Background: an optimization exercise with open tools, aiming at a short achievable clock period and few clock cycles per item. Do not read the settings as production practice.
In this exercise RTL edits were held to simulation tests only and were not proved equivalent to the original.
Power is estimated from default activity; no workload was simulated.

File: flow/run.sh
#!/bin/bash
# Standard ORFS layout (the standard.sh, all steps), with slow complex
# cells (4-input and/or stacks, mux4, a2111/o2111, ...) added to the
# don't-use list so that synthesis and repair build the logic from faster
# gates. Registers are unaffected: only combinational cells are listed.
set -euo pipefail
here=$(cd "$(dirname "$0")" && pwd)
echo "export DONT_USE_CELLS = $(cat "$here/dont_use.txt")" >> config.mk
bash standard.sh > standard.log 2>&1
File: flow/dont_use.txt
sky130_fd_sc_hd__a2111oi_0 sky130_fd_sc_hd__a2111oi_1 sky130_fd_sc_hd__a2111oi_2 sky130_fd_sc_hd__a2111oi_4 sky130_fd_sc_hd__a2111o_1 sky130_fd_sc_hd__a2111o_2 sky130_fd_sc_hd__a2111o_4 sky130_fd_sc_hd__o2111ai_1 sky130_fd_sc_hd__o2111ai_2 sky130_fd_sc_hd__o2111ai_4 sky130_fd_sc_hd__o2111a_1 sky130_fd_sc_hd__o2111a_2 sky130_fd_sc_hd__o2111a_4 sky130_fd_sc_hd__mux4_1 sky130_fd_sc_hd__mux4_2 sky130_fd_sc_hd__mux4_4 sky130_fd_sc_hd__or4_1 sky130_fd_sc_hd__or4_2 sky130_fd_sc_hd__or4_4 sky130_fd_sc_hd__or4b_1 sky130_fd_sc_hd__or4b_2 sky130_fd_sc_hd__or4b_4 sky130_fd_sc_hd__or4bb_1 sky130_fd_sc_hd__or4bb_2 sky130_fd_sc_hd__or4bb_4 sky130_fd_sc_hd__nor4_1 sky130_fd_sc_hd__nor4_2 sky130_fd_sc_hd__nor4_4 sky130_fd_sc_hd__nor4b_1 sky130_fd_sc_hd__nor4b_2 sky130_fd_sc_hd__nor4b_4 sky130_fd_sc_hd__nor4bb_1 sky130_fd_sc_hd__nor4bb_2 sky130_fd_sc_hd__nor4bb_4 sky130_fd_sc_hd__or3_1 sky130_fd_sc_hd__or3_2 sky130_fd_sc_hd__or3_4 sky130_fd_sc_hd__or3b_1 sky130_fd_sc_hd__or3b_2 sky130_fd_sc_hd__or3b_4 sky130_fd_sc_hd__a222oi_1 sky130_fd_sc_hd__and4_0 sky130_fd_sc_hd__and4_1 sky130_fd_sc_hd__and4_2 sky130_fd_sc_hd__and4_4 sky130_fd_sc_hd__and4b_0 sky130_fd_sc_hd__and4b_1 sky130_fd_sc_hd__and4b_2 sky130_fd_sc_hd__and4b_4 sky130_fd_sc_hd__and4bb_0 sky130_fd_sc_hd__and4bb_1 sky130_fd_sc_hd__and4bb_2 sky130_fd_sc_hd__and4bb_4 sky130_fd_sc_hd__nand4_0 sky130_fd_sc_hd__nand4_1 sky130_fd_sc_hd__nand4_2 sky130_fd_sc_hd__nand4_4 sky130_fd_sc_hd__nand4b_0 sky130_fd_sc_hd__nand4b_1 sky130_fd_sc_hd__nand4b_2 sky130_fd_sc_hd__nand4b_4 sky130_fd_sc_hd__nand4bb_0 sky130_fd_sc_hd__nand4bb_1 sky130_fd_sc_hd__nand4bb_2 sky130_fd_sc_hd__nand4bb_4 sky130_fd_sc_hd__a311oi_0 sky130_fd_sc_hd__a311oi_1 sky130_fd_sc_hd__a311oi_2 sky130_fd_sc_hd__a311oi_4 sky130_fd_sc_hd__a311o_0 sky130_fd_sc_hd__a311o_1 sky130_fd_sc_hd__a311o_2 sky130_fd_sc_hd__a311o_4 sky130_fd_sc_hd__o311ai_0 sky130_fd_sc_hd__o311ai_1 sky130_fd_sc_hd__o311ai_2 sky130_fd_sc_hd__o311ai_4 sky130_fd_sc_hd__o311a_0 sky130_fd_sc_hd__o311a_1 sky130_fd_sc_hd__o311a_2 sky130_fd_sc_hd__o311a_4 sky130_fd_sc_hd__a41oi_0 sky130_fd_sc_hd__a41oi_1 sky130_fd_sc_hd__a41oi_2 sky130_fd_sc_hd__a41oi_4 sky130_fd_sc_hd__a41o_0 sky130_fd_sc_hd__a41o_1 sky130_fd_sc_hd__a41o_2 sky130_fd_sc_hd__a41o_4 sky130_fd_sc_hd__o41ai_0 sky130_fd_sc_hd__o41ai_1 sky130_fd_sc_hd__o41ai_2 sky130_fd_sc_hd__o41ai_4 sky130_fd_sc_hd__o41a_0 sky130_fd_sc_hd__o41a_1 sky130_fd_sc_hd__o41a_2 sky130_fd_sc_hd__o41a_4 sky130_fd_sc_hd__a2bb2oi_0 sky130_fd_sc_hd__a2bb2oi_1 sky130_fd_sc_hd__a2bb2oi_2 sky130_fd_sc_hd__a2bb2oi_4 sky130_fd_sc_hd__o2bb2ai_0 sky130_fd_sc_hd__o2bb2ai_1 sky130_fd_sc_hd__o2bb2ai_2 sky130_fd_sc_hd__o2bb2ai_4 sky130_fd_sc_hd__a221oi_0 sky130_fd_sc_hd__a221oi_1 sky130_fd_sc_hd__a221oi_2 sky130_fd_sc_hd__a221oi_4 sky130_fd_sc_hd__o221ai_0 sky130_fd_sc_hd__o221ai_1 sky130_fd_sc_hd__o221ai_2 sky130_fd_sc_hd__o221ai_4 sky130_fd_sc_hd__a32oi_0 sky130_fd_sc_hd__a32oi_1 sky130_fd_sc_hd__a32oi_2 sky130_fd_sc_hd__a32oi_4 sky130_fd_sc_hd__o32ai_0 sky130_fd_sc_hd__o32ai_1 sky130_fd_sc_hd__o32ai_2 sky130_fd_sc_hd__o32ai_4 sky130_fd_sc_hd__and3b_0 sky130_fd_sc_hd__and3b_1 sky130_fd_sc_hd__and3b_2 sky130_fd_sc_hd__and3b_4 sky130_fd_sc_hd__nor3b_0 sky130_fd_sc_hd__nor3b_1 sky130_fd_sc_hd__nor3b_2 sky130_fd_sc_hd__nor3b_4 sky130_fd_sc_hd__or2b_0 sky130_fd_sc_hd__or2b_1 sky130_fd_sc_hd__or2b_2 sky130_fd_sc_hd__or2b_4 
File: standard.sh
#!/bin/bash
# synth_recipe.tcl (not shown) runs the flow's synth.tcl, then flattens the netlist and writes it again
# the make line also repeats each setting of config.mk as NAME=value (left out here)
make -C /OpenROAD-flow-scripts/flow DESIGN_CONFIG=/design/flow/config.mk WORK_HOME=/design/flow/orfs CLKGATE_MAP_FILE= SYNTH_SCRIPT=/design/flow/synth_recipe.tcl "${@:-finish}"
File: config.mk
export PLATFORM = sky130hd
export DESIGN_NAME = swt16_top
export DESIGN_NICKNAME = swt16_top
export VERILOG_FILES = /design/flow/design.v
export SDC_FILE = /design/flow/constraint.sdc
export NUM_CORES = 4
export LEC_CHECK = 0
export CAP_MARGIN = 20
export CORE_MARGIN = 2
export CORE_UTILIZATION = 40
export SETUP_SLACK_MARGIN = 2.5
export SLEW_MARGIN = 20
export DONT_USE_CELLS = sky130_fd_sc_hd__a2111oi_0 sky130_fd_sc_hd__a2111oi_1 sky130_fd_sc_hd__a2111oi_2 sky130_fd_sc_hd__a2111oi_4 sky130_fd_sc_hd__a2111o_1 sky130_fd_sc_hd__a2111o_2 sky130_fd_sc_hd__a2111o_4 sky130_fd_sc_hd__o2111ai_1 sky130_fd_sc_hd__o2111ai_2 sky130_fd_sc_hd__o2111ai_4 sky130_fd_sc_hd__o2111a_1 sky130_fd_sc_hd__o2111a_2 sky130_fd_sc_hd__o2111a_4 sky130_fd_sc_hd__mux4_1 sky130_fd_sc_hd__mux4_2 sky130_fd_sc_hd__mux4_4 sky130_fd_sc_hd__or4_1 sky130_fd_sc_hd__or4_2 sky130_fd_sc_hd__or4_4 sky130_fd_sc_hd__or4b_1 sky130_fd_sc_hd__or4b_2 sky130_fd_sc_hd__or4b_4 sky130_fd_sc_hd__or4bb_1 sky130_fd_sc_hd__or4bb_2 sky130_fd_sc_hd__or4bb_4 sky130_fd_sc_hd__nor4_1 sky130_fd_sc_hd__nor4_2 sky130_fd_sc_hd__nor4_4 sky130_fd_sc_hd__nor4b_1 sky130_fd_sc_hd__nor4b_2 sky130_fd_sc_hd__nor4b_4 sky130_fd_sc_hd__nor4bb_1 sky130_fd_sc_hd__nor4bb_2 sky130_fd_sc_hd__nor4bb_4 sky130_fd_sc_hd__or3_1 sky130_fd_sc_hd__or3_2 sky130_fd_sc_hd__or3_4 sky130_fd_sc_hd__or3b_1 sky130_fd_sc_hd__or3b_2 sky130_fd_sc_hd__or3b_4 sky130_fd_sc_hd__a222oi_1 sky130_fd_sc_hd__and4_0 sky130_fd_sc_hd__and4_1 sky130_fd_sc_hd__and4_2 sky130_fd_sc_hd__and4_4 sky130_fd_sc_hd__and4b_0 sky130_fd_sc_hd__and4b_1 sky130_fd_sc_hd__and4b_2 sky130_fd_sc_hd__and4b_4 sky130_fd_sc_hd__and4bb_0 sky130_fd_sc_hd__and4bb_1 sky130_fd_sc_hd__and4bb_2 sky130_fd_sc_hd__and4bb_4 sky130_fd_sc_hd__nand4_0 sky130_fd_sc_hd__nand4_1 sky130_fd_sc_hd__nand4_2 sky130_fd_sc_hd__nand4_4 sky130_fd_sc_hd__nand4b_0 sky130_fd_sc_hd__nand4b_1 sky130_fd_sc_hd__nand4b_2 sky130_fd_sc_hd__nand4b_4 sky130_fd_sc_hd__nand4bb_0 sky130_fd_sc_hd__nand4bb_1 sky130_fd_sc_hd__nand4bb_2 sky130_fd_sc_hd__nand4bb_4 sky130_fd_sc_hd__a311oi_0 sky130_fd_sc_hd__a311oi_1 sky130_fd_sc_hd__a311oi_2 sky130_fd_sc_hd__a311oi_4 sky130_fd_sc_hd__a311o_0 sky130_fd_sc_hd__a311o_1 sky130_fd_sc_hd__a311o_2 sky130_fd_sc_hd__a311o_4 sky130_fd_sc_hd__o311ai_0 sky130_fd_sc_hd__o311ai_1 sky130_fd_sc_hd__o311ai_2 sky130_fd_sc_hd__o311ai_4 sky130_fd_sc_hd__o311a_0 sky130_fd_sc_hd__o311a_1 sky130_fd_sc_hd__o311a_2 sky130_fd_sc_hd__o311a_4 sky130_fd_sc_hd__a41oi_0 sky130_fd_sc_hd__a41oi_1 sky130_fd_sc_hd__a41oi_2 sky130_fd_sc_hd__a41oi_4 sky130_fd_sc_hd__a41o_0 sky130_fd_sc_hd__a41o_1 sky130_fd_sc_hd__a41o_2 sky130_fd_sc_hd__a41o_4 sky130_fd_sc_hd__o41ai_0 sky130_fd_sc_hd__o41ai_1 sky130_fd_sc_hd__o41ai_2 sky130_fd_sc_hd__o41ai_4 sky130_fd_sc_hd__o41a_0 sky130_fd_sc_hd__o41a_1 sky130_fd_sc_hd__o41a_2 sky130_fd_sc_hd__o41a_4 sky130_fd_sc_hd__a2bb2oi_0 sky130_fd_sc_hd__a2bb2oi_1 sky130_fd_sc_hd__a2bb2oi_2 sky130_fd_sc_hd__a2bb2oi_4 sky130_fd_sc_hd__o2bb2ai_0 sky130_fd_sc_hd__o2bb2ai_1 sky130_fd_sc_hd__o2bb2ai_2 sky130_fd_sc_hd__o2bb2ai_4 sky130_fd_sc_hd__a221oi_0 sky130_fd_sc_hd__a221oi_1 sky130_fd_sc_hd__a221oi_2 sky130_fd_sc_hd__a221oi_4 sky130_fd_sc_hd__o221ai_0 sky130_fd_sc_hd__o221ai_1 sky130_fd_sc_hd__o221ai_2 sky130_fd_sc_hd__o221ai_4 sky130_fd_sc_hd__a32oi_0 sky130_fd_sc_hd__a32oi_1 sky130_fd_sc_hd__a32oi_2 sky130_fd_sc_hd__a32oi_4 sky130_fd_sc_hd__o32ai_0 sky130_fd_sc_hd__o32ai_1 sky130_fd_sc_hd__o32ai_2 sky130_fd_sc_hd__o32ai_4 sky130_fd_sc_hd__and3b_0 sky130_fd_sc_hd__and3b_1 sky130_fd_sc_hd__and3b_2 sky130_fd_sc_hd__and3b_4 sky130_fd_sc_hd__nor3b_0 sky130_fd_sc_hd__nor3b_1 sky130_fd_sc_hd__nor3b_2 sky130_fd_sc_hd__nor3b_4 sky130_fd_sc_hd__or2b_0 sky130_fd_sc_hd__or2b_1 sky130_fd_sc_hd__or2b_2 sky130_fd_sc_hd__or2b_4 
File: constraint.sdc
create_clock -name core_clock -period 4.6 [get_ports {clock}]
set_input_delay 0.9200 -clock core_clock [delete_from_list [all_inputs] [get_ports {clock}]]
set_output_delay 0.9200 -clock core_clock [all_outputs]
set_load 0.01 [all_outputs]
File: design.v
`default_nettype none
package swt16_pkg;
   localparam int word_width    = 16;
   localparam int reg_idx_width = 4;
   localparam int num_regs      = 16;
   localparam int opcode_width  = 4;
   localparam int imm_width     = 8;
   localparam int shamt_width   = 4;
   typedef logic [word_width-1:0]    word_t;
   typedef logic [word_width-1:0]    instr_t;
   typedef logic [reg_idx_width-1:0] reg_idx_t;
   typedef logic [imm_width-1:0]     imm_t;
   typedef enum logic [opcode_width-1:0] {
      op_nop = 4'd0,
      op_ldi = 4'd1,
      op_add = 4'd2,
      op_sub = 4'd3,
      op_and = 4'd4,
      op_or  = 4'd5,
      op_xor = 4'd6,
      op_sll = 4'd7,
      op_srl = 4'd8,
      op_sra = 4'd9
   } opcode_t;
   typedef enum logic [3:0] {
      alu_pass_imm,
      alu_add,
      alu_sub,
      alu_and,
      alu_or,
      alu_xor,
      alu_sll,
      alu_srl,
      alu_sra
   } alu_op_t;
endpackage
`default_nettype wire
`timescale 1ns/1ps
`default_nettype none
module swt16_top (
   input  wire        clock,
   input  wire        rst,
   input  wire        instr_valid,
   input  wire [15:0] instr,
   output wire        instr_ready,
   output wire        wb_valid,
   input  wire        wb_ready,
   output wire [3:0]  wb_reg_idx,
   output wire [15:0] wb_data
);
   localparam int QD = 6;    
   logic        rdy_q;
   logic        f_v;
   logic [15:0] f_ins;
   logic        acc_res;
   assign acc_res = instr_valid && rdy_q &&
                    (instr[15:12] != 4'd0) && (instr[15:12] <= 4'd9);
   always_ff @(posedge clock) begin
      f_ins <= instr;
      if (rst) f_v <= 1'b0;
      else     f_v <= acc_res;
   end
   wire [3:0] f_op  = f_ins[15:12];
   wire [3:0] f_rd  = f_ins[11:8];
   wire [3:0] f_rs1 = f_ins[7:4];
   wire [3:0] f_rs2 = f_ins[3:0];
   wire       f_ldi = (f_op == 4'd1);
   logic        d_v;
   logic [3:0]  d_rd;
   logic [7:0]  d_imm;
   logic        d_ldi, d_add, d_sub, d_and, d_or, d_xor, d_sll, d_sr, d_sra;
   logic [15:0] d_s1oh, d_s2oh;
   logic        d_byR1, d_byR2;    
   logic        d_sa_p, d_sa_n, d_sb_p;    
   logic        e_v;
   logic [3:0]  e_rd;
   logic        e_add, e_sub, e_enp, e_eng, e_sll, e_sr, e_sra;
   logic [15:0] e_a, e_b;
   logic        r_v;
   logic [3:0]  r_rd;
   logic [15:0] r_q;
   always_ff @(posedge clock) begin
      if (rst) d_v <= 1'b0;
      else     d_v <= f_v;
      d_rd   <= f_rd;
      d_imm  <= f_ins[7:0];
      d_ldi  <= f_ldi;
      d_add  <= (f_op == 4'd2) || (f_op == 4'd3);
      d_sub  <= (f_op == 4'd3);
      d_and  <= (f_op == 4'd4);
      d_or   <= (f_op == 4'd5) || f_ldi;
      d_xor  <= (f_op == 4'd6);
      d_sll  <= (f_op == 4'd7);
      d_sr   <= (f_op == 4'd8) || (f_op == 4'd9);
      d_sra  <= (f_op == 4'd9);
      for (int j = 0; j < 16; j++) begin
         d_s1oh[j] <= (f_rs1 == 4'(j));
         d_s2oh[j] <= (f_rs2 == 4'(j));
      end
      d_byR1 <= e_v && (e_rd == f_rs1);
      d_byR2 <= e_v && (e_rd == f_rs2);
      d_sa_p <=   !f_ldi && d_v && (d_rd == f_rs1) && (f_op != 4'd3);
      d_sa_n <=   !f_ldi && d_v && (d_rd == f_rs1) && (f_op == 4'd3);
      d_sb_p <=   !f_ldi && d_v && (d_rd == f_rs2);
   end
   logic [15:0] regs [16];
   logic [15:0] r_we;    
   always_ff @(posedge clock) begin
      for (int j = 0; j < 16; j++) begin
         if (rst)          regs[j] <= '0;
         else if (r_we[j]) regs[j] <= r_q;
      end
   end
   logic [15:0] rf1, rf2, a_val, b_val;
   always_comb begin
      rf1 = '0;
      rf2 = '0;
      for (int j = 0; j < 16; j++) begin
         rf1 = rf1 | (regs[j] & {16{d_s1oh[j]}});
         rf2 = rf2 | (regs[j] & {16{d_s2oh[j]}});
      end
      if (d_ldi)       a_val = {8'h00, d_imm};
      else if (d_byR1) a_val = r_q;
      else             a_val = rf1;
      if (d_ldi)       b_val = '0;
      else if (d_byR2) b_val = r_q;
      else             b_val = rf2;
   end
   wire [15:0] g = e_a & e_b;
   wire [15:0] p = e_a ^ e_b;
   logic [15:0] gk [5];
   logic [15:0] pk [5];
   always_comb begin
      gk[0] = g;
      pk[0] = p;
      for (int l = 0; l < 4; l++) begin
         for (int i = 0; i < 16; i++) begin
            if (i >= (1 << l)) begin
               gk[l+1][i] = gk[l][i] | (pk[l][i] & gk[l][i - (1 << l)]);
               pk[l+1][i] = pk[l][i] & pk[l][i - (1 << l)];
            end else begin
               gk[l+1][i] = gk[l][i];
               pk[l+1][i] = pk[l][i];
            end
         end
      end
   end
   wire [15:0] carry = {gk[4][14:0], 1'b0};
   wire [3:0] sh_lo = 4'b0001 << e_b[1:0];
   wire [3:0] sh_hi = 4'b0001 << e_b[3:2];
   wire       fill  = e_sra & e_a[15];
   logic [15:0] tl, tr, shl, shr;
   always_comb begin
      for (int i = 0; i < 16; i++) begin
         tl[i] = 1'b0;
         tr[i] = 1'b0;
         for (int k = 0; k < 4; k++) begin
            if (i - k >= 0) tl[i] = tl[i] | (e_a[i - k] & sh_lo[k]);
            tr[i] = tr[i] | (((i + k <= 15) ? e_a[i + k] : fill) & sh_lo[k]);
         end
      end
      for (int i = 0; i < 16; i++) begin
         shl[i] = 1'b0;
         shr[i] = 1'b0;
         for (int m = 0; m < 4; m++) begin
            if (i - 4 * m >= 0) shl[i] = shl[i] | (tl[i - 4 * m] & sh_hi[m]);
            shr[i] = shr[i] | (((i + 4 * m <= 15) ? tr[i + 4 * m] : fill) & sh_hi[m]);
         end
      end
   end
   wire ba = d_sa_p || d_sa_n;
   wire bb = d_sb_p;
   wire [15:0] pe = p & {16{e_enp}};
   wire [15:0] x_r = pe ^ {16{e_sub}};
   wire [15:0] x_a = ba ? (pe ^ {16{e_sub ^ d_sa_n}}) : (d_sub ? ~a_val : a_val);
   wire [15:0] x_b = bb ? (pe ^ {16{e_sub}}) : b_val;
   wire [15:0] y_r = (carry & {16{e_add}}) | (g & {16{e_eng}})
                   | (shl & {16{e_sll}}) | (shr & {16{e_sr}});
   wire [15:0] y_a = (carry & {16{e_add & ba}}) | (g & {16{e_eng & ba}})
                   | (shl & {16{e_sll & ba}}) | (shr & {16{e_sr & ba}});
   wire [15:0] y_b = (carry & {16{e_add & bb}}) | (g & {16{e_eng & bb}})
                   | (shl & {16{e_sll & bb}}) | (shr & {16{e_sr & bb}});
   always_ff @(posedge clock) begin
      if (rst) e_v <= 1'b0;
      else     e_v <= d_v;
      e_rd   <= d_rd;
      e_add  <= d_add;
      e_sub  <= d_sub;
      e_enp  <= d_add || d_xor || d_or;
      e_eng  <= d_and || d_or;
      e_sll  <= d_sll;
      e_sr   <= d_sr;
      e_sra  <= d_sra;
      e_a    <= x_a ^ y_a;
      e_b    <= x_b ^ y_b;
   end
   always_ff @(posedge clock) begin
      if (rst) r_v <= 1'b0;
      else     r_v <= e_v;
      for (int j = 0; j < 16; j++) begin
         if (rst) r_we[j] <= 1'b0;
         else     r_we[j] <= e_v && (e_rd == 4'(j));
      end
      r_rd <= e_rd;
      r_q  <= x_r ^ y_r;
   end
   logic [19:0]   q_mem [QD];
   logic [QD-1:0] q_wp, q_rp;     
   logic [QD-1:0] q_th;           
   logic [QD-1:0] ow_th;          
   logic          o_v;
   logic [19:0]   o_q;
   logic [19:0] q_head;
   always_comb begin
      q_head = '0;
      for (int i = 0; i < QD; i++) q_head = q_head | (q_mem[i] & {20{q_rp[i]}});
   end
   wire [19:0] head_data = q_th[0] ? q_head : {r_rd, r_q};
   wire        head_av   = q_th[0] || r_v;
   wire        o_load    = !o_v || wb_ready;
   wire        mv        = o_load && head_av;
   wire [QD-1:0] ow_up = {ow_th[QD-2:0], 1'b1};
   wire [QD-1:0] ow_dn = {1'b0, ow_th[QD-1:1]};
   wire [QD-1:0] q_up  = {q_th[QD-2:0], 1'b1};
   wire [QD-1:0] q_dn  = {1'b0, q_th[QD-1:1]};
   wire rdy_next = (acc_res && !mv) ? !ow_th[QD-2] : ((!acc_res && mv) ? 1'b1 : !ow_th[QD-1]);
   always_ff @(posedge clock) begin
      for (int i = 0; i < QD; i++) begin
         if (r_v && q_wp[i]) q_mem[i] <= {r_rd, r_q};
      end
      if (rst) begin
         q_wp  <= QD'(1);
         q_rp  <= QD'(1);
         q_th  <= '0;
         ow_th <= '0;
         o_v   <= 1'b0;
         o_q   <= '0;
         rdy_q <= 1'b1;
      end else begin
         if (o_load) o_q <= head_data;
         if (r_v) q_wp <= {q_wp[QD-2:0], q_wp[QD-1]};
         if (mv)  q_rp <= {q_rp[QD-2:0], q_rp[QD-1]};
         if (r_v && !mv)      q_th <= q_up;
         else if (!r_v && mv) q_th <= q_dn;
         if (acc_res && !mv)      ow_th <= ow_up;
         else if (!acc_res && mv) ow_th <= ow_dn;
         if (o_load) o_v <= head_av;
         rdy_q <= rdy_next;
      end
   end
   assign instr_ready = rdy_q;
   assign wb_valid    = o_v;
   assign wb_reg_idx  = o_q[19:16];
   assign wb_data     = o_q[15:0];
endmodule
`default_nettype wire
==> summary.txt, run 1 <==
----------------------------------------------------
[Setup path]
  Setup crit end kind ... register
  Sequence of cells on the critical path ... buf_12 > buf_12 > nor2b_1 > o22ai_2 > o211ai_1 > o211ai_1 > a211oi_2 > xnor3_1 > a32o_1
  Buffering stage count on the worst path with inverters included ... 2
  WP data arrival ... 2.92 ns
  Family of cells with the greatest summed delay on the critical path ... compound AO/OA/AOI/OAI gates
  Largest fanout of any net on the critical path ... 5
  Critical-path top delay cell ... sky130_fd_sc_hd__dfxtp_4
  Worst endpoint required time ... 5.12 ns
  Largest incremental delay on the critical path ... 0.39 ns
  Critical Setup Path Class ... register to register
  Worst Setup Start Kind ... register

[Detailed routing]
  Drt first pass iters ... 6
  Per-cell routed wire length ... 25.5 um
  Vias/cell ... 6.00
  Initial drt markers ... 2861
  Total DRC errors in the routed layout ... 0
  ANT nets after route ... 0
  Via total after detailed routing ... 21300
  Routed WL ... 90.6 mm

[Clock network]
  CTS tree ... done
  TritonCTS Buffers ... 61
  Clock Latency Late Sink ... 0.66 ns
  Deepest level of the CTS H-tree ... 2
  Clock slew at reported path FFs ... 0.06 ns
  Sink count of the clock tree ... 579
  Number of buffers on the longest clock path ... 3
  Root Buffer Master ... sky130_fd_sc_hd__clkbuf_16

[Power]
  Pwr/cell area ... 362 nW/um2
  Total Power Consumption ... 10.9 mW
  Worst-case vdd ir drop ... 0.317 mV
  Leak Pwr ... 10.7 nW

[Placement]
  Placed Cells incl. Taps ... 3377
  Total cell area at the placement stage ... 27000 um2
  Number of buffers added on ports ... 41
  Detailed-placement wirelength estimate ... 53.5 mm
  Routability Congestion ... 0.943
  DP Worst Slack ... 1.43 ns

[Global route]
  Layer carrying the most global-route usage ... met2
  Met1 usage in global routing ... 34.8%
  Via count of the first global-routing pass ... 20700
  GR Util met3 ... 5.98%
  Global-route congestion overflow total ... 0
  Initial antenna violation count ... 1
  Gr usage total ... 26.6%
  First-pass GRT wire length ... 134 mm
  Met2 usage ... 41.7%
  Maximum number of pins on one net before global-route repair ... 134

[Synthesis]
  Avg Inst Size Synth ... 9.70 um2
  Post-synth cell types ... 52
  Synth warnings ... 5
  Post-synth EDFFs ... 120
  Count of state elements after synthesis ... 579
  Async set or reset register ratio after synthesis ... 0%
  Combined area of all synthesized cells ... 25900 um2
  Sequential area share after synthesis ... 49.5%
  Net count after synthesis ... 2705
  Primary FF master, synth ... sky130_fd_sc_hd__dfxtp_1
  Cells after synthesis ... 2666

[Timing]
  Number of slew-limit violations in the final report ... 0
  Transition time of the tightest slew-check pin ... 1.19 ns
  Min setup slack post-route ... 2.20 ns
  Count of endpoints failing hold in the final timing report ... 0
  Min Clock Period, post-route ... 2.40 ns
  Final setup viols ... 0
  Final total negative setup slack ... 0 ns
  Max Clock Skew ... 0.0392 ns
  Setup repair after global routing missed its margin ... true
  Part of the cycle the worst path needs ... 52.1%
  Maximum clock frequency ... 0.417 GHz
  Worst rel slew slack ... 20.4%

[Cells and area]
  Non-filler instance count after layout ... 3552
  Share of cells above drive strength 1 ... 16.0%
  Area growth syn-to-layout ... 16.6%
  Final design area excluding fillers ... 30200 um2
  Commonest non-fill, non-tap cells in the layout ... sky130_fd_sc_hd__nor2_1, sky130_fd_sc_hd__dfxtp_1, sky130_fd_sc_hd__mux2i_1
  Final nets ... 2683
  Antenna diode count ... 0

[Floorplan]
  Area of the die ... 66700 um2
  Floorplan die height ... 258 um
  Starting Density ... 40.3%
  Die extent in x ... 258 um
  Core region area ... 64200 um2
  Number of primary I/O pins ... 42
  Cell row count ... 93

[Hold path]
  Path class of the lowest-slack min-delay path ... register to register

[Flow run]
  MaxCap Viol Count ... 0

[Run status]
  Result of the run ... finished clean

----------------------------------------------------
## synthesized netlist by cell type (7+ instances only)
cell type                    n  area share, %
sky130_fd_sc_hd__nand3_1    52            1.0
sky130_fd_sc_hd__o211ai_1   18           0.52
sky130_fd_sc_hd__buf_1      14           0.20
sky130_fd_sc_hd__nand2b_1   22           0.53
sky130_fd_sc_hd__and3_1     35           0.85
sky130_fd_sc_hd__and2_1     14           0.34
sky130_fd_sc_hd__mux2_2     23            1.0
sky130_fd_sc_hd__or2_2       9           0.22
sky130_fd_sc_hd__buf_2       8           0.15
sky130_fd_sc_hd__a22oi_1   274            8.0
sky130_fd_sc_hd__o31ai_1     7           0.20
sky130_fd_sc_hd__dfxtp_1   459             36
sky130_fd_sc_hd__nand2_1   187            2.7
sky130_fd_sc_hd__a21oi_1   132            2.6
sky130_fd_sc_hd__xnor3_1    13            1.1
sky130_fd_sc_hd__nand3b_1    8           0.23
sky130_fd_sc_hd__xor2_1     23           0.78
sky130_fd_sc_hd__mux2i_1   320             12
sky130_fd_sc_hd__a211oi_1   32           0.93
sky130_fd_sc_hd__a22o_1     19           0.64
sky130_fd_sc_hd__o21ai_0    37           0.72
sky130_fd_sc_hd__nor2b_1    14           0.34
sky130_fd_sc_hd__a21o_1      7           0.20
sky130_fd_sc_hd__edfxtp_1  120             14
sky130_fd_sc_hd__nor3_1     60            1.2
sky130_fd_sc_hd__inv_1      28           0.41
sky130_fd_sc_hd__clkbuf_1  208            3.0
sky130_fd_sc_hd__a32o_1     10           0.39
sky130_fd_sc_hd__xnor2_1    36            1.2
sky130_fd_sc_hd__ha_1       19           0.92
sky130_fd_sc_hd__nor2_1    398            5.8
sky130_fd_sc_hd__o22ai_1     8           0.19
## where the power goes
group / switching (mW) / internal, mW / leakage, nW / total (mW)
sequential: 0.162 / 5.24 / 4.85 / 5.40
clock: 2.15 / 2.90 / 1.02 / 5.05
combinational: 0.285 / 0.176 / 4.87 / 0.461
## kinds of logic (layout without fill, tap and decap cells)
logic type      Yosys count  count (layout)  share of synthesized area, %
flops                   579             579                          49.5
buf+inv                 267             298                          4.10
fa+ha+maj                19              19                         0.919
mux                     344             344                          13.4
simple gates            800             800                          13.2
compound gates          585             585                          15.8
xor+xnor                 72              72                          3.13
## worst reg2reg max path, delay by kind of cell, from the launching register on
family	cells	cell delay (ns)
compound gates	5	1.13
flops	1	0.39
xor+xnor	1	0.30
buf+inv	2	0.26
simple gates	1	0.21
## repair_timing
item / in CTS / in global routing
hold buffers: 0 / 0
setup buffers: 52 / 6
pin swaps: 52 / 24
endpoints found under the setup margin: 86 / 58
gates cloned: 1 / 0
gates resized for setup: 237 / 47
## final timing paths
kind / depth (start not counted) / from / slack, ns / endpoint
worst min-delay path: 0 / d_sra / 0.32 / e_sra
worst max register to register: 9 / e_b[0] / 2.20 / e_b[5]
worst min register to register: 0 / d_sra / 0.32 / e_sra
worst max-delay path: 9 / e_b[0] / 2.20 / e_b[5]
## sequential cells by signal, summed over array words and instances, names as in the netlist, 8 cells and up
register and flops:
regs 256, q_mem 120, o_q 20, d_s1oh 16, d_s2oh 16, e_a 16, e_b 16, f_ins 16
r_q 16, r_we 16, d_imm 8
## cell type report
| class | count | area [um2] |
|---|---|---|
| inverters | 30 | 123 |
| flip-flops and latches | 579 | 12900 |
| clock buffers | 72 | 1600 |
| repair inverters | 1 | 7.51 |
| clock inverters | 44 | 472 |
| fillers | 5965 | 34100 |
| multi-input cells | 1820 | 12700 |
| well taps | 855 | 1070 |
| repair buffers | 151 | 1260 |
## routing by layer
layer	part of all wire [%]	vias to the layer above
met2	44	1251
met4	5.2	2
met1	41	10200
met3	9.7	337
li1	-	9470
met5	0.014	-
## stage by stage
stage | hold WS [ns] | util [%]
after floorplan | 0.310 | -
after global placement | 0.314 | 42.0
after detailed placement | 0.316 | 42.0
after CTS | 0.326 | 46.5
after global routing | 0.328 | 47.0
final | 0.325 | 47.0
Testbench counts, summed over its fixed seeds: cycles 40,040, items 40,000.
==> run 2: changes to the inputs <==
--- a/design.v
+++ b/design.v
@@ -71,3 +71,4 @@
    logic        d_ldi, d_add, d_sub, d_and, d_or, d_xor, d_sll, d_sr, d_sra;
-   logic [15:0] d_s1oh, d_s2oh;
+   logic [15:0] d_rf1, d_rf2;    
+   logic [15:0] f_rf1, f_rf2;
    logic        d_byR1, d_byR2;    
@@ -77,3 +78,5 @@
    logic        e_add, e_sub, e_enp, e_eng, e_sll, e_sr, e_sra;
-   logic [15:0] e_a, e_b;
+   logic [15:0] e_p, e_g;      
+   logic [15:0] e_sa;          
+   logic [3:0]  e_sb;          
    logic        r_v;
@@ -95,6 +98,4 @@
       d_sra  <= (f_op == 4'd9);
-      for (int j = 0; j < 16; j++) begin
-         d_s1oh[j] <= (f_rs1 == 4'(j));
-         d_s2oh[j] <= (f_rs2 == 4'(j));
-      end
+      d_rf1  <= f_rf1;
+      d_rf2  <= f_rf2;
       d_byR1 <= e_v && (e_rd == f_rs1);
@@ -113,19 +114,23 @@
    end
-   logic [15:0] rf1, rf2, a_val, b_val;
-   always_comb begin
-      rf1 = '0;
-      rf2 = '0;
+   always_comb begin
+      f_rf1 = '0;
+      f_rf2 = '0;
       for (int j = 0; j < 16; j++) begin
-         rf1 = rf1 | (regs[j] & {16{d_s1oh[j]}});
-         rf2 = rf2 | (regs[j] & {16{d_s2oh[j]}});
-      end
+         f_rf1 = f_rf1 | (regs[j] & {16{f_rs1 == 4'(j)}});
+         f_rf2 = f_rf2 | (regs[j] & {16{f_rs2 == 4'(j)}});
+      end
+      if (r_v && (r_rd == f_rs1)) f_rf1 = r_q;
+      if (r_v && (r_rd == f_rs2)) f_rf2 = r_q;
+   end
+   logic [15:0] a_val, b_val;
+   always_comb begin
       if (d_ldi)       a_val = {8'h00, d_imm};
       else if (d_byR1) a_val = r_q;
-      else             a_val = rf1;
+      else             a_val = d_rf1;
       if (d_ldi)       b_val = '0;
       else if (d_byR2) b_val = r_q;
-      else             b_val = rf2;
-   end
-   wire [15:0] g = e_a & e_b;
-   wire [15:0] p = e_a ^ e_b;
+      else             b_val = d_rf2;
+   end
+   wire [15:0] g = e_g;
+   wire [15:0] p = e_p;
    logic [15:0] gk [5];
@@ -148,5 +153,5 @@
    wire [15:0] carry = {gk[4][14:0], 1'b0};
-   wire [3:0] sh_lo = 4'b0001 << e_b[1:0];
-   wire [3:0] sh_hi = 4'b0001 << e_b[3:2];
-   wire       fill  = e_sra & e_a[15];
+   wire [3:0] sh_lo = 4'b0001 << e_sb[1:0];
+   wire [3:0] sh_hi = 4'b0001 << e_sb[3:2];
+   wire       fill  = e_sra & e_sa[15];
    logic [15:0] tl, tr, shl, shr;
@@ -157,4 +162,4 @@
          for (int k = 0; k < 4; k++) begin
-            if (i - k >= 0) tl[i] = tl[i] | (e_a[i - k] & sh_lo[k]);
-            tr[i] = tr[i] | (((i + k <= 15) ? e_a[i + k] : fill) & sh_lo[k]);
+            if (i - k >= 0) tl[i] = tl[i] | (e_sa[i - k] & sh_lo[k]);
+            tr[i] = tr[i] | (((i + k <= 15) ? e_sa[i + k] : fill) & sh_lo[k]);
          end
@@ -170,14 +175,35 @@
    end
-   wire ba = d_sa_p || d_sa_n;
-   wire bb = d_sb_p;
-   wire [15:0] pe = p & {16{e_enp}};
+   wire d_shift = d_sll || d_sr;
+   wire ba  = (d_sa_p || d_sa_n) && !d_shift;
+   wire bb  = d_sb_p && !d_shift;
+   wire bsa = d_sa_p && d_shift;
+   wire bsb = d_sb_p && d_shift;
+   wire [15:0] pe  = p & {16{e_enp}};
    wire [15:0] x_r = pe ^ {16{e_sub}};
-   wire [15:0] x_a = ba ? (pe ^ {16{e_sub ^ d_sa_n}}) : (d_sub ? ~a_val : a_val);
-   wire [15:0] x_b = bb ? (pe ^ {16{e_sub}}) : b_val;
-   wire [15:0] y_r = (carry & {16{e_add}}) | (g & {16{e_eng}})
-                   | (shl & {16{e_sll}}) | (shr & {16{e_sr}});
-   wire [15:0] y_a = (carry & {16{e_add & ba}}) | (g & {16{e_eng & ba}})
-                   | (shl & {16{e_sll & ba}}) | (shr & {16{e_sr & ba}});
-   wire [15:0] y_b = (carry & {16{e_add & bb}}) | (g & {16{e_eng & bb}})
-                   | (shl & {16{e_sll & bb}}) | (shr & {16{e_sr & bb}});
+   wire [15:0] a_dec = d_sub ? ~a_val : a_val;
+   wire [15:0] b_dec = b_val;
+   wire [15:0] x_ap  = x_r ^ {16{d_sub}};     
+   wire only_a = ba && !bb;
+   wire only_b = bb && !ba;
+   wire both   = ba && bb;
+   wire none   = !ba && !bb && !d_shift;
+   wire [15:0] ep = ({16{none}}   & (a_dec ^ b_dec))
+                  | ({16{only_a}} & (x_ap ^ b_dec))
+                  | ({16{only_b}} & (x_r ^ a_dec))
+                  | ({16{both}}   & {16{d_sub}});
+   wire [15:0] eg = ({16{none}}   & (a_dec & b_dec))
+                  | ({16{only_a}} & (x_ap & b_dec))
+                  | ({16{only_b}} & (x_r & a_dec))
+                  | ({16{both}}   & x_r & {16{!d_sub}});
+   wire [15:0] mp = {16{only_a || only_b}};
+   wire [15:0] mg = ({16{only_a}} & b_dec) | ({16{only_b}} & a_dec)
+                  | ({16{both}} & {16{!d_sub}});
+   wire [15:0] x_sa = bsa ? x_r : (a_val & {16{d_shift}});
+   wire [3:0]  x_sb = bsb ? x_r[3:0] : (b_val[3:0] & {4{d_shift}});
+   wire [15:0] y_r  = (carry & {16{e_add}}) | (g & {16{e_eng}})
+                    | (shl & {16{e_sll}}) | (shr & {16{e_sr}});
+   wire [15:0] y_sa = (carry & {16{e_add & bsa}}) | (g & {16{e_eng & bsa}})
+                    | (shl & {16{e_sll & bsa}}) | (shr & {16{e_sr & bsa}});
+   wire [15:0] y_sb = (carry & {16{e_add & bsb}}) | (g & {16{e_eng & bsb}})
+                    | (shl & {16{e_sll & bsb}}) | (shr & {16{e_sr & bsb}});
    always_ff @(posedge clock) begin
@@ -193,4 +219,6 @@
       e_sra  <= d_sra;
-      e_a    <= x_a ^ y_a;
-      e_b    <= x_b ^ y_b;
+      e_p    <= ep ^ (y_r & mp);
+      e_g    <= eg ^ (y_r & mg);
+      e_sa   <= x_sa ^ y_sa;
+      e_sb   <= x_sb ^ y_sb[3:0];
    end
==> run 2 against run 1 <==
Still clean on timing, DRC and antenna; sequential share of layout area decreased by 7.1 points; power is 8.3% higher; critical endpoint is now e_sb[1]; via count rose by 26%; fmax grew 4.2%; largest cell class is now multi-input gates; synthesized area rose by 15%; first-iteration DRC count is 29% higher.
==> summary.txt, run 2 <==
----------------------------------------------------
[Flow run]
  MaxCap Viol Count ... 0 (unchanged)

[Timing]
  Part of the cycle the worst path needs ... 50.0% (-2.1 points)
  Setup repair after global routing missed its margin ... true
  Final total negative setup slack ... 0 ns (unchanged)
  Maximum clock frequency ... 0.435 GHz (+4.2%)
  Final setup viols ... 0 (unchanged)
  Count of endpoints failing hold in the final timing report ... 0 (unchanged)
  Worst rel slew slack ... 35.9% (+16 points)
  Max Clock Skew ... 0.0140 ns (-0.0252 ns)
  Min Clock Period, post-route ... 2.30 ns (-0.0969 ns)
  Number of slew-limit violations in the final report ... 0 (unchanged)
  Transition time of the tightest slew-check pin ... 0.961 ns (-0.232 ns)

[Synthesis]
  Cells after synthesis ... 3188 (+20%)
  Main combinational cell family by area after synthesis ... compound AO/OA/AOI/OAI gates
  Area fraction in and, or, nand and nor cells after synthesis ... 14.2% (+0.99 points)
  Commonest cells post-synth ... sky130_fd_sc_hd__nor2_1, sky130_fd_sc_hd__dfxtp_1, sky130_fd_sc_hd__mux2i_1
  Cell types occupying the most area after synthesis ... sky130_fd_sc_hd__dfxtp_1, sky130_fd_sc_hd__mux2i_1, sky130_fd_sc_hd__edfxtp_1, sky130_fd_sc_hd__nor2_1, sky130_fd_sc_hd__a22oi_1
  Net count after synthesis ... 3263 (+21%)
  Primary FF master, synth ... sky130_fd_sc_hd__dfxtp_1
  Async set or reset register ratio after synthesis ... 0% (unchanged)
  Combined area of all synthesized cells ... 29800 um2 (+15%)
  Sequential area share after synthesis ... 44.3% (-5.1 points)
  Arithmetic-cell share of the synthesized area counting full adders, half adders and majority gates ... 2.31% (+1.4 points)
  Post-synth EDFFs ... 120 (unchanged)
  Avg Inst Size Synth ... 9.34 um2 (-3.8%)
  Count of state elements after synthesis ... 599 (+3.5%)
  Top-area cell type share of the netlist area ... 32.2% (-3.3 points)
  XOR/XNOR share of the synthesized area ... 3.47% (+0.34 points)
  Synth warnings ... 5 (unchanged)
  Most instantiated library cell after synthesis ... sky130_fd_sc_hd__nor2_1
  Complex-gate fraction of the synthesized area ... 17.6% (+1.8 points)
  Post-synth cell types ... 50 (-3.8%)
  Largest area contributor in the synthesized netlist ... sky130_fd_sc_hd__dfxtp_1
  Multiplexer area fraction after synthesis ... 14.3% (+0.84 points)

[Cells and area]
  Non-filler instance count after layout ... 4302 (+21%)
  Number of flip-flops under the largest register name ... 256 (unchanged)
  Area growth syn-to-layout ... 25.2%
  Share of cells above drive strength 1 ... 23.5% (+7.5 points)
  Largest registers ... regs x256, q_mem x120, o_q x20
  Commonest non-fill, non-tap cells in the layout ... sky130_fd_sc_hd__nor2_1, sky130_fd_sc_hd__dfxtp_1, sky130_fd_sc_hd__mux2i_1
  Final design area excluding fillers ... 37300 um2 (+24%)
  Reg with most FFs ... regs
  Most common cell after layout, fill and taps aside ... sky130_fd_sc_hd__nor2_1
  Final nets ... 3356 (+25%)
  Total of fill cells in the finished design ... 6769 (+13%)

[Power]
  Pwr/cell area ... 317 nW/um2 (-12%)
  Worst-case vdd ir drop ... 0.249 mV (-22%)
  Leak Pwr ... 13.5 nW (+26%)

[Setup path]
  Worst endpoint required time ... 5.12 ns (about the same)
  Largest fanout of any net on the critical path ... 7 (+2)
  Critical Setup Path Class ... register to register
  WP data arrival ... 2.82 ns (-0.10 ns)
  Worst Setup Start Kind ... register
  Setup crit end kind ... register

[Global route]
  GR Util met3 ... 6.59% (+0.61 points)
  Layer carrying the most global-route usage ... met2
  Initial antenna violation count ... 0 (-1)
  Met1 usage in global routing ... 38.2% (+3.3 points)
  Global-route congestion overflow total ... 0 (unchanged)
  Maximum number of pins on one net before global-route repair ... 130 (-3.0%)
  Gr usage total ... 28.6% (+2.0 points)
  Met2 usage ... 43.3% (+1.7 points)
  First-pass GRT wire length ... 165 mm (+23%)
  Via count of the first global-routing pass ... 24200 (+17%)

[Clock network]
  Deepest level of the CTS H-tree ... 3 (+1)
  Sink count of the clock tree ... 599 (+3.5%)
  Hold buffer count at cts ... 0 (unchanged)
  Clock slew at reported path FFs ... 0.06 ns (about the same)
  Root Buffer Master ... sky130_fd_sc_hd__clkbuf_16
  Clock Latency Late Sink ... 0.63 ns (-0.03 ns)
  TritonCTS Buffers ... 68 (+11%)
  CTS tree ... done
  Number of buffers on the longest clock path ... 3 (unchanged)

[Detailed routing]
  Drt first pass iters ... 7 (+1)
  Per-cell routed wire length ... 27.1 um (+6.5%)
  ANT nets after route ... 0 (unchanged)
  Vias/cell ... 6.21 (+3.6%)
  Routed WL ... 117 mm (+29%)
  Initial drt markers ... 3680 (+29%)
  Total DRC errors in the routed layout ... 0 (unchanged)
  Via total after detailed routing ... 26700 (+26%)

[Floorplan]
  Floorplan die height ... 277 um (+7.2%)
  Area of the die ... 76600 um2 (+15%)
  Cell row count ... 100 (+7.5%)
  Die extent in x ... 277 um (+7.2%)
  Core region area ... 74100 um2 (+15%)
  Number of primary I/O pins ... 42 (unchanged)
  Starting Density ... 40.2% (-0.086 points)

[Placement]
  Detailed-placement wirelength estimate ... 72.5 mm (+35%)
  Number of buffers added on ports ... 41 (unchanged)
  Routability Congestion ... 0.998 (+5.9%)
  Total cell area at the placement stage ... 31200 um2 (+16%)
  Placed Cells incl. Taps ... 4023 (+19%)

[Hold path]
  Path class of the lowest-slack min-delay path ... register to register

[Run status]
  Result of the run ... finished clean

----------------------------------------------------
-- run 2: changes by cell type in the layout (fill, tap and decap cells not counted), moves of 29 or more --
cell / previous run / this run
sky130_fd_sc_hd__o21ai_0: 21 / 66
sky130_fd_sc_hd__a22o_1: 19 / 68
sky130_fd_sc_hd__nor2_1: 396 / 451
sky130_fd_sc_hd__buf_6: 10 / 39
sky130_fd_sc_hd__a22oi_1: 272 / 178
sky130_fd_sc_hd__buf_4: 91 / 156
sky130_fd_sc_hd__dfxtp_1: 396 / 435
sky130_fd_sc_hd__mux2i_1: 302 / 341
sky130_fd_sc_hd__a221o_1: 6 / 50
sky130_fd_sc_hd__ha_1: 7 / 48
-- run 2: report_power, final --
group / switching (mW) / internal (mW) / total (mW)
Clock: 2.30 / 3.08 / 5.39
Combinational: 0.602 / 0.321 / 0.923
Sequential: 0.0879 / 5.41 / 5.50
-- run 2: through the flow --
stage	power (mW)	hold WS [ns]	worst slack (ns)	utilization, %
global placement	6.29	0.315	1.57	42.2
detailed placement	6.29	0.313	1.56	42.2
floorplan	5.98	0.310	2.31	-
global route	12.1	0.332	2.31	50.3
CTS	11.7	0.300	2.39	47.8
finish	11.8	0.315	2.30	50.3
-- run 2: worst paths after layout --
kind / start / end / slack, ns / cells after the start
worst max register to register: e_sb[0] / e_sb[1] / 2.30 / 10
worst max-delay path: e_sb[0] / e_sb[1] / 2.30 / 10
worst min-delay path: f_ins[8] / d_rd[0] / 0.32 / 0
worst min register to register: f_ins[8] / d_rd[0] / 0.32 / 0
-- run 2: worst max-delay path, stage by stage (launching register included) --
cell and delay [ns]:
sky130_fd_sc_hd__dfxtp_4 0.40, sky130_fd_sc_hd__buf_8 0.13, sky130_fd_sc_hd__buf_6 0.09, sky130_fd_sc_hd__buf_6 0.12
sky130_fd_sc_hd__mux2i_4 0.29, sky130_fd_sc_hd__nor2_4 0.08, sky130_fd_sc_hd__a221o_1 0.36, sky130_fd_sc_hd__a211oi_4 0.24
sky130_fd_sc_hd__buf_6 0.17, sky130_fd_sc_hd__nor2_1 0.06, sky130_fd_sc_hd__nor3_2 0.25
-- run 2: area by class of cell --
class | count | area [um2] | share of cell area [%]
Sequential cell | 599 | 13300 | 35.7
Inverter | 27 | 113 | 0.302
Multi-Input combinational cell | 2297 | 17400 | 46.7
Clock buffer | 95 | 1930 | 5.19
Antenna cell | 1 | 2.50 | 0.00671
Clock inverter | 26 | 256 | 0.688
Timing Repair Buffer | 288 | 3030 | 8.14
Tap cell | 969 | 1210 | 3.25
-- run 2: metal layers --
layer	vias up	part of all wire, %
met1	12800	41
met4	0	6.3
met2	1695	43
met5	-	0
li1	11700	-
met3	501	9.8
-- run 2: cells by family after synthesis --
logic type	after synthesis
AO/OA/AOI/OAI	740
XOR/XNOR	118
AND/OR/NAND/NOR	965
buffers and inverters	293
adder cells (fa/ha/maj)	55
flip-flops	599
multiplexers	418
-- run 2: what timing repair did --
item,CTS,global route
pin swaps,54,85
buffers inserted,75,72
resized for setup,434,246
gates cloned,5,5
endpoints found under the setup margin,145,114
Testbench counts of run 2, summed over its fixed seeds: cycles 40,040, items 40,000.
==> run 3: changes to the inputs <==
--- a/design.v
+++ b/design.v
@@ -80,3 +80,3 @@
    logic [15:0] e_sa;          
-   logic [3:0]  e_sb;          
+   logic [3:0]  e_sl, e_sh;    
    logic        r_v;
@@ -153,4 +153,4 @@
    wire [15:0] carry = {gk[4][14:0], 1'b0};
-   wire [3:0] sh_lo = 4'b0001 << e_sb[1:0];
-   wire [3:0] sh_hi = 4'b0001 << e_sb[3:2];
+   wire [3:0] sh_lo = e_sl;
+   wire [3:0] sh_hi = e_sh;
    wire       fill  = e_sra & e_sa[15];
@@ -201,3 +201,2 @@
    wire [15:0] x_sa = bsa ? x_r : (a_val & {16{d_shift}});
-   wire [3:0]  x_sb = bsb ? x_r[3:0] : (b_val[3:0] & {4{d_shift}});
    wire [15:0] y_r  = (carry & {16{e_add}}) | (g & {16{e_eng}})
@@ -206,4 +205,3 @@
                     | (shl & {16{e_sll & bsa}}) | (shr & {16{e_sr & bsa}});
-   wire [15:0] y_sb = (carry & {16{e_add & bsb}}) | (g & {16{e_eng & bsb}})
-                    | (shl & {16{e_sll & bsb}}) | (shr & {16{e_sr & bsb}});
+   wire [3:0]  amt_next = bsb ? (x_r[3:0] ^ y_r[3:0]) : b_val[3:0];
    always_ff @(posedge clock) begin
@@ -222,3 +220,6 @@
       e_sa   <= x_sa ^ y_sa;
-      e_sb   <= x_sb ^ y_sb[3:0];
+      for (int k = 0; k < 4; k++) begin
+         e_sl[k] <= d_shift && (amt_next[1:0] == 2'(k));
+         e_sh[k] <= d_shift && (amt_next[3:2] == 2'(k));
+      end
    end
==> flow/dont_use.txt (replaced) <==
sky130_fd_sc_hd__a2111oi_0 sky130_fd_sc_hd__a2111oi_1 sky130_fd_sc_hd__a2111oi_2 sky130_fd_sc_hd__a2111oi_4 sky130_fd_sc_hd__a2111o_1 sky130_fd_sc_hd__a2111o_2 sky130_fd_sc_hd__a2111o_4 sky130_fd_sc_hd__o2111ai_1 sky130_fd_sc_hd__o2111ai_2 sky130_fd_sc_hd__o2111ai_4 sky130_fd_sc_hd__o2111a_1 sky130_fd_sc_hd__o2111a_2 sky130_fd_sc_hd__o2111a_4 sky130_fd_sc_hd__mux4_1 sky130_fd_sc_hd__mux4_2 sky130_fd_sc_hd__mux4_4 sky130_fd_sc_hd__or4_1 sky130_fd_sc_hd__or4_2 sky130_fd_sc_hd__or4_4 sky130_fd_sc_hd__or4b_1 sky130_fd_sc_hd__or4b_2 sky130_fd_sc_hd__or4b_4 sky130_fd_sc_hd__or4bb_1 sky130_fd_sc_hd__or4bb_2 sky130_fd_sc_hd__or4bb_4 sky130_fd_sc_hd__nor4_1 sky130_fd_sc_hd__nor4_2 sky130_fd_sc_hd__nor4_4 sky130_fd_sc_hd__nor4b_1 sky130_fd_sc_hd__nor4b_2 sky130_fd_sc_hd__nor4b_4 sky130_fd_sc_hd__nor4bb_1 sky130_fd_sc_hd__nor4bb_2 sky130_fd_sc_hd__nor4bb_4 sky130_fd_sc_hd__or3_1 sky130_fd_sc_hd__or3_2 sky130_fd_sc_hd__or3_4 sky130_fd_sc_hd__or3b_1 sky130_fd_sc_hd__or3b_2 sky130_fd_sc_hd__or3b_4 sky130_fd_sc_hd__a222oi_1 sky130_fd_sc_hd__and4_0 sky130_fd_sc_hd__and4_1 sky130_fd_sc_hd__and4_2 sky130_fd_sc_hd__and4_4 sky130_fd_sc_hd__and4b_0 sky130_fd_sc_hd__and4b_1 sky130_fd_sc_hd__and4b_2 sky130_fd_sc_hd__and4b_4 sky130_fd_sc_hd__and4bb_0 sky130_fd_sc_hd__and4bb_1 sky130_fd_sc_hd__and4bb_2 sky130_fd_sc_hd__and4bb_4 sky130_fd_sc_hd__nand4_0 sky130_fd_sc_hd__nand4_1 sky130_fd_sc_hd__nand4_2 sky130_fd_sc_hd__nand4_4 sky130_fd_sc_hd__nand4b_0 sky130_fd_sc_hd__nand4b_1 sky130_fd_sc_hd__nand4b_2 sky130_fd_sc_hd__nand4b_4 sky130_fd_sc_hd__nand4bb_0 sky130_fd_sc_hd__nand4bb_1 sky130_fd_sc_hd__nand4bb_2 sky130_fd_sc_hd__nand4bb_4 sky130_fd_sc_hd__a311oi_0 sky130_fd_sc_hd__a311oi_1 sky130_fd_sc_hd__a311oi_2 sky130_fd_sc_hd__a311oi_4 sky130_fd_sc_hd__a311o_0 sky130_fd_sc_hd__a311o_1 sky130_fd_sc_hd__a311o_2 sky130_fd_sc_hd__a311o_4 sky130_fd_sc_hd__o311ai_0 sky130_fd_sc_hd__o311ai_1 sky130_fd_sc_hd__o311ai_2 sky130_fd_sc_hd__o311ai_4 sky130_fd_sc_hd__o311a_0 sky130_fd_sc_hd__o311a_1 sky130_fd_sc_hd__o311a_2 sky130_fd_sc_hd__o311a_4 sky130_fd_sc_hd__a41oi_0 sky130_fd_sc_hd__a41oi_1 sky130_fd_sc_hd__a41oi_2 sky130_fd_sc_hd__a41oi_4 sky130_fd_sc_hd__a41o_0 sky130_fd_sc_hd__a41o_1 sky130_fd_sc_hd__a41o_2 sky130_fd_sc_hd__a41o_4 sky130_fd_sc_hd__o41ai_0 sky130_fd_sc_hd__o41ai_1 sky130_fd_sc_hd__o41ai_2 sky130_fd_sc_hd__o41ai_4 sky130_fd_sc_hd__o41a_0 sky130_fd_sc_hd__o41a_1 sky130_fd_sc_hd__o41a_2 sky130_fd_sc_hd__o41a_4 sky130_fd_sc_hd__a2bb2oi_0 sky130_fd_sc_hd__a2bb2oi_1 sky130_fd_sc_hd__a2bb2oi_2 sky130_fd_sc_hd__a2bb2oi_4 sky130_fd_sc_hd__o2bb2ai_0 sky130_fd_sc_hd__o2bb2ai_1 sky130_fd_sc_hd__o2bb2ai_2 sky130_fd_sc_hd__o2bb2ai_4 sky130_fd_sc_hd__a221oi_0 sky130_fd_sc_hd__a221oi_1 sky130_fd_sc_hd__a221oi_2 sky130_fd_sc_hd__a221oi_4 sky130_fd_sc_hd__o221ai_0 sky130_fd_sc_hd__o221ai_1 sky130_fd_sc_hd__o221ai_2 sky130_fd_sc_hd__o221ai_4 sky130_fd_sc_hd__a32oi_0 sky130_fd_sc_hd__a32oi_1 sky130_fd_sc_hd__a32oi_2 sky130_fd_sc_hd__a32oi_4 sky130_fd_sc_hd__o32ai_0 sky130_fd_sc_hd__o32ai_1 sky130_fd_sc_hd__o32ai_2 sky130_fd_sc_hd__o32ai_4 sky130_fd_sc_hd__and3b_0 sky130_fd_sc_hd__and3b_1 sky130_fd_sc_hd__and3b_2 sky130_fd_sc_hd__and3b_4 sky130_fd_sc_hd__nor3b_0 sky130_fd_sc_hd__nor3b_1 sky130_fd_sc_hd__nor3b_2 sky130_fd_sc_hd__nor3b_4 sky130_fd_sc_hd__or2b_0 sky130_fd_sc_hd__or2b_1 sky130_fd_sc_hd__or2b_2 sky130_fd_sc_hd__or2b_4  sky130_fd_sc_hd__mux2_1 sky130_fd_sc_hd__mux2_2 sky130_fd_sc_hd__mux2_4 sky130_fd_sc_hd__mux2_8 sky130_fd_sc_hd__mux2i_1 sky130_fd_sc_hd__mux2i_2 sky130_fd_sc_hd__mux2i_4 sky130_fd_sc_hd__mux2i_8 
==> config.mk (replaced) <==
export PLATFORM = sky130hd
export DESIGN_NAME = swt16_top
export DESIGN_NICKNAME = swt16_top
export VERILOG_FILES = /design/flow/design.v
export SDC_FILE = /design/flow/constraint.sdc
export NUM_CORES = 4
export LEC_CHECK = 0
export CAP_MARGIN = 20
export CORE_MARGIN = 2
export CORE_UTILIZATION = 40
export SETUP_SLACK_MARGIN = 2.5
export SLEW_MARGIN = 20
export DONT_USE_CELLS = sky130_fd_sc_hd__a2111oi_0 sky130_fd_sc_hd__a2111oi_1 sky130_fd_sc_hd__a2111oi_2 sky130_fd_sc_hd__a2111oi_4 sky130_fd_sc_hd__a2111o_1 sky130_fd_sc_hd__a2111o_2 sky130_fd_sc_hd__a2111o_4 sky130_fd_sc_hd__o2111ai_1 sky130_fd_sc_hd__o2111ai_2 sky130_fd_sc_hd__o2111ai_4 sky130_fd_sc_hd__o2111a_1 sky130_fd_sc_hd__o2111a_2 sky130_fd_sc_hd__o2111a_4 sky130_fd_sc_hd__mux4_1 sky130_fd_sc_hd__mux4_2 sky130_fd_sc_hd__mux4_4 sky130_fd_sc_hd__or4_1 sky130_fd_sc_hd__or4_2 sky130_fd_sc_hd__or4_4 sky130_fd_sc_hd__or4b_1 sky130_fd_sc_hd__or4b_2 sky130_fd_sc_hd__or4b_4 sky130_fd_sc_hd__or4bb_1 sky130_fd_sc_hd__or4bb_2 sky130_fd_sc_hd__or4bb_4 sky130_fd_sc_hd__nor4_1 sky130_fd_sc_hd__nor4_2 sky130_fd_sc_hd__nor4_4 sky130_fd_sc_hd__nor4b_1 sky130_fd_sc_hd__nor4b_2 sky130_fd_sc_hd__nor4b_4 sky130_fd_sc_hd__nor4bb_1 sky130_fd_sc_hd__nor4bb_2 sky130_fd_sc_hd__nor4bb_4 sky130_fd_sc_hd__or3_1 sky130_fd_sc_hd__or3_2 sky130_fd_sc_hd__or3_4 sky130_fd_sc_hd__or3b_1 sky130_fd_sc_hd__or3b_2 sky130_fd_sc_hd__or3b_4 sky130_fd_sc_hd__a222oi_1 sky130_fd_sc_hd__and4_0 sky130_fd_sc_hd__and4_1 sky130_fd_sc_hd__and4_2 sky130_fd_sc_hd__and4_4 sky130_fd_sc_hd__and4b_0 sky130_fd_sc_hd__and4b_1 sky130_fd_sc_hd__and4b_2 sky130_fd_sc_hd__and4b_4 sky130_fd_sc_hd__and4bb_0 sky130_fd_sc_hd__and4bb_1 sky130_fd_sc_hd__and4bb_2 sky130_fd_sc_hd__and4bb_4 sky130_fd_sc_hd__nand4_0 sky130_fd_sc_hd__nand4_1 sky130_fd_sc_hd__nand4_2 sky130_fd_sc_hd__nand4_4 sky130_fd_sc_hd__nand4b_0 sky130_fd_sc_hd__nand4b_1 sky130_fd_sc_hd__nand4b_2 sky130_fd_sc_hd__nand4b_4 sky130_fd_sc_hd__nand4bb_0 sky130_fd_sc_hd__nand4bb_1 sky130_fd_sc_hd__nand4bb_2 sky130_fd_sc_hd__nand4bb_4 sky130_fd_sc_hd__a311oi_0 sky130_fd_sc_hd__a311oi_1 sky130_fd_sc_hd__a311oi_2 sky130_fd_sc_hd__a311oi_4 sky130_fd_sc_hd__a311o_0 sky130_fd_sc_hd__a311o_1 sky130_fd_sc_hd__a311o_2 sky130_fd_sc_hd__a311o_4 sky130_fd_sc_hd__o311ai_0 sky130_fd_sc_hd__o311ai_1 sky130_fd_sc_hd__o311ai_2 sky130_fd_sc_hd__o311ai_4 sky130_fd_sc_hd__o311a_0 sky130_fd_sc_hd__o311a_1 sky130_fd_sc_hd__o311a_2 sky130_fd_sc_hd__o311a_4 sky130_fd_sc_hd__a41oi_0 sky130_fd_sc_hd__a41oi_1 sky130_fd_sc_hd__a41oi_2 sky130_fd_sc_hd__a41oi_4 sky130_fd_sc_hd__a41o_0 sky130_fd_sc_hd__a41o_1 sky130_fd_sc_hd__a41o_2 sky130_fd_sc_hd__a41o_4 sky130_fd_sc_hd__o41ai_0 sky130_fd_sc_hd__o41ai_1 sky130_fd_sc_hd__o41ai_2 sky130_fd_sc_hd__o41ai_4 sky130_fd_sc_hd__o41a_0 sky130_fd_sc_hd__o41a_1 sky130_fd_sc_hd__o41a_2 sky130_fd_sc_hd__o41a_4 sky130_fd_sc_hd__a2bb2oi_0 sky130_fd_sc_hd__a2bb2oi_1 sky130_fd_sc_hd__a2bb2oi_2 sky130_fd_sc_hd__a2bb2oi_4 sky130_fd_sc_hd__o2bb2ai_0 sky130_fd_sc_hd__o2bb2ai_1 sky130_fd_sc_hd__o2bb2ai_2 sky130_fd_sc_hd__o2bb2ai_4 sky130_fd_sc_hd__a221oi_0 sky130_fd_sc_hd__a221oi_1 sky130_fd_sc_hd__a221oi_2 sky130_fd_sc_hd__a221oi_4 sky130_fd_sc_hd__o221ai_0 sky130_fd_sc_hd__o221ai_1 sky130_fd_sc_hd__o221ai_2 sky130_fd_sc_hd__o221ai_4 sky130_fd_sc_hd__a32oi_0 sky130_fd_sc_hd__a32oi_1 sky130_fd_sc_hd__a32oi_2 sky130_fd_sc_hd__a32oi_4 sky130_fd_sc_hd__o32ai_0 sky130_fd_sc_hd__o32ai_1 sky130_fd_sc_hd__o32ai_2 sky130_fd_sc_hd__o32ai_4 sky130_fd_sc_hd__and3b_0 sky130_fd_sc_hd__and3b_1 sky130_fd_sc_hd__and3b_2 sky130_fd_sc_hd__and3b_4 sky130_fd_sc_hd__nor3b_0 sky130_fd_sc_hd__nor3b_1 sky130_fd_sc_hd__nor3b_2 sky130_fd_sc_hd__nor3b_4 sky130_fd_sc_hd__or2b_0 sky130_fd_sc_hd__or2b_1 sky130_fd_sc_hd__or2b_2 sky130_fd_sc_hd__or2b_4  sky130_fd_sc_hd__mux2_1 sky130_fd_sc_hd__mux2_2 sky130_fd_sc_hd__mux2_4 sky130_fd_sc_hd__mux2_8 sky130_fd_sc_hd__mux2i_1 sky130_fd_sc_hd__mux2i_2 sky130_fd_sc_hd__mux2i_4 sky130_fd_sc_hd__mux2i_8 
==> run 3 against run 2 <==
Wire length down 3.6%; register-to-register slack better by 0.08 ns; die area down 1.7%.
==> summary.txt, run 3 <==
----------------------------------------------------
[Cells and area]
  Reg with most FFs ... regs
  Most common cell after layout, fill and taps aside ... sky130_fd_sc_hd__nand2_1
  Antenna diode count ... 0 (-1)
  Final nets ... 3619 (+7.8%)
  Multi-input combinational cell area ... 16100 um2 (-7.7%)
  Area growth syn-to-layout ... 23.1%
  Area taken by flip-flops and latches ... 13400 um2 (+0.80%)
  Share of cells above drive strength 1 ... 18.7% (-4.8 points)

[Synthesis]
  Largest area contributor in the synthesized netlist ... sky130_fd_sc_hd__dfxtp_1
  Async set or reset register ratio after synthesis ... 0% (unchanged)
  Area fraction in and, or, nand and nor cells after synthesis ... 21.1% (+6.9 points)
  Main combinational cell family by area after synthesis ... compound AO/OA/AOI/OAI gates
  Complex-gate fraction of the synthesized area ... 23.5% (+5.9 points)
  Sequential area share after synthesis ... 45.4% (+1.0 points)
  XOR/XNOR share of the synthesized area ... 3.49% (+0.022 points)
  Arithmetic-cell share of the synthesized area counting full adders, half adders and majority gates ... 2.35% (+0.040 points)
  Combined area of all synthesized cells ... 29300 um2 (-1.7%)
  Cells after synthesis ... 3455 (+8.4%)
  Post-synth cell types ... 51 (+2.0%)

[Detailed routing]
  Drt first pass iters ... 6 (-1)
  Routed WL ... 113 mm (-3.6%)
  Via total after detailed routing ... 27300 (+2.2%)
  Per-cell routed wire length ... 24.7 um (-8.9%)

[Hold path]
  Path class of the lowest-slack min-delay path ... register to register

[Setup path]
  Worst endpoint required time ... 5.11 ns (about the same)
  Largest fanout of any net on the critical path ... 13 (+6)

[Flow run]
  MaxCap Viol Count ... 0 (unchanged)

[Floorplan]
  Area of the die ... 75300 um2 (-1.7%)
  Number of primary I/O pins ... 42 (unchanged)
  Floorplan die height ... 274 um (-0.84%)

[Global route]
  First-pass GRT wire length ... 160 mm (-3.3%)
  Global-route congestion overflow total ... 0 (unchanged)
  Maximum number of pins on one net before global-route repair ... 138 (+6.2%)
  Via count of the first global-routing pass ... 24500 (+1.6%)

[Run status]
  Result of the run ... finished clean

[Power]
  Worst-case vdd ir drop ... 0.290 mV (+16%)
  Pwr/cell area ... 334 nW/um2 (+5.6%)

[Clock network]
  Clock slew at reported path FFs ... 0.06 ns (about the same)
  Clock Latency Late Sink ... 0.64 ns (about the same)
  CTS tree ... done
  Deepest level of the CTS H-tree ... 3 (unchanged)
  Root Buffer Master ... sky130_fd_sc_hd__clkbuf_16
  TritonCTS Buffers ... 67 (-1.5%)

[Timing]
  Maximum clock frequency ... 0.451 GHz (+3.7%)
  Final setup viols ... 0 (unchanged)
  Part of the cycle the worst path needs ... 48.2% (-1.8 points)
  Setup repair after global routing missed its margin ... true
  Number of slew-limit violations in the final report ... 0 (unchanged)
  Worst rel slew slack ... 37.1% (+1.1 points)

----------------------------------------------------
## run 3: cell count changes in the layout (fill, tap and decap cells not counted), sizes merged, moves of 55 or more
cell,change
a22oi,+55
nand2,+329
nor2,-287
nand2b,+283
mux2i,-375
a21oi,+357
## run 3: area by class of cell
| class | count | area share, % |
|---|---|---|
| Multi-Input combinational cell | 2541 | 44.7 |
| Sequential cell | 603 | 37.2 |
| Timing Repair Buffer | 289 | 7.91 |
| Clock buffer | 90 | 5.34 |
| Tap cell | 959 | 3.33 |
| Clock inverter | 32 | 1.09 |
| Inverter | 42 | 0.448 |
## run 3: cell families (layout without fill, tap and decap cells)
kind of cell / Yosys count / after routing
fa+ha+maj: 55 / 55
flops: 603 / 603
compound gates: 1073 / 1073
simple gates: 1297 / 1298
buf+inv: 312 / 453
xor+xnor: 115 / 115
## run 3: per-layer routing
layer	vias up	track usage [%]	wire length [um]
li1	12400	-	-
met2	1665	44.7	50700
met3	377	4.80	10900
met5	-	0	0
met4	0	12.9	5640
met1	12900	37.4	45400
## run 3: per-stage QoR
| stage | setup slack (ns) | hold slack [ns] | cells | util, % | cell area [um2] |
|---|---|---|---|---|---|
| after floorplan | 2.34 | 0.310 | 3455 | - | 29400 |
| after global placement | 1.48 | 0.312 | 4272 | 42.1 | 30600 |
| after detailed placement | 1.49 | 0.312 | 4272 | 42.1 | 30600 |
| after CTS | 2.42 | 0.317 | 4458 | 47.2 | 34300 |
| after global routing | 2.33 | 0.317 | 4556 | 49.5 | 36000 |
| final | 2.38 | 0.320 | 4556 | 49.5 | 36000 |
## run 3: worst max-delay path, stage by stage (launching register included)
cell	delay, ns
sky130_fd_sc_hd__dfxtp_4	0.41
sky130_fd_sc_hd__nor2_1	0.22
sky130_fd_sc_hd__a21oi_2	0.14
sky130_fd_sc_hd__a221o_1	0.37
sky130_fd_sc_hd__a221o_1	0.33
sky130_fd_sc_hd__a21o_1	0.24
sky130_fd_sc_hd__xnor2_2	0.17
sky130_fd_sc_hd__o21a_1	0.21
## run 3: path summary, 6_finish.rpt
path | start | end | slack (ns) | cells past startpoint
max | e_sl[2] | e_sa[11] | 2.38 | 7
min | f_ins[11] | d_rd[3] | 0.32 | 0
max reg2reg | e_sl[2] | e_sa[11] | 2.38 | 7
min reg2reg | f_ins[11] | d_rd[3] | 0.32 | 0
## run 3: repair_timing
item	in CTS	in global routing
setup endpoints to repair	140	107
pin swaps	31	62
setup buffers	64	91
gates cloned	0	7
resized for setup	326	170
hold buffers	0	0
## run 3: report_power, final
part	switching, mW	internal (mW)	leakage (nW)
clock network	2.37	3.32	1.15
registers	0.0959	5.44	5.04
logic	0.528	0.284	6.62
Testbench counts of run 3, summed over its fixed seeds: cycles 40,040, items 40,000.

-- static timing again, ports no longer ideal --
How much do the figures lean on ideal ports? The routed layouts below were timed once more, with nothing changed but the port constraints. Step 1 assumes that a clkbuf_16 drives the clock port and a buf_2 every other input. Step 2 also shifts input and output timing later by t, the mid clock arrival at the registers, as if the neighbouring blocks saw the same clock. Three values: no drivers, after step 1, after step 2; two values: the first two.
run	shift t [ns]	slack for setup (ns)
run 1	0.702	2.202 / 2.202 / 1.888
run 2	0.692	2.299 / 2.299 / 1.962
run 3	0.696	2.381 / 2.381 / 1.949
After both steps setup and hold are still met in every run listed.
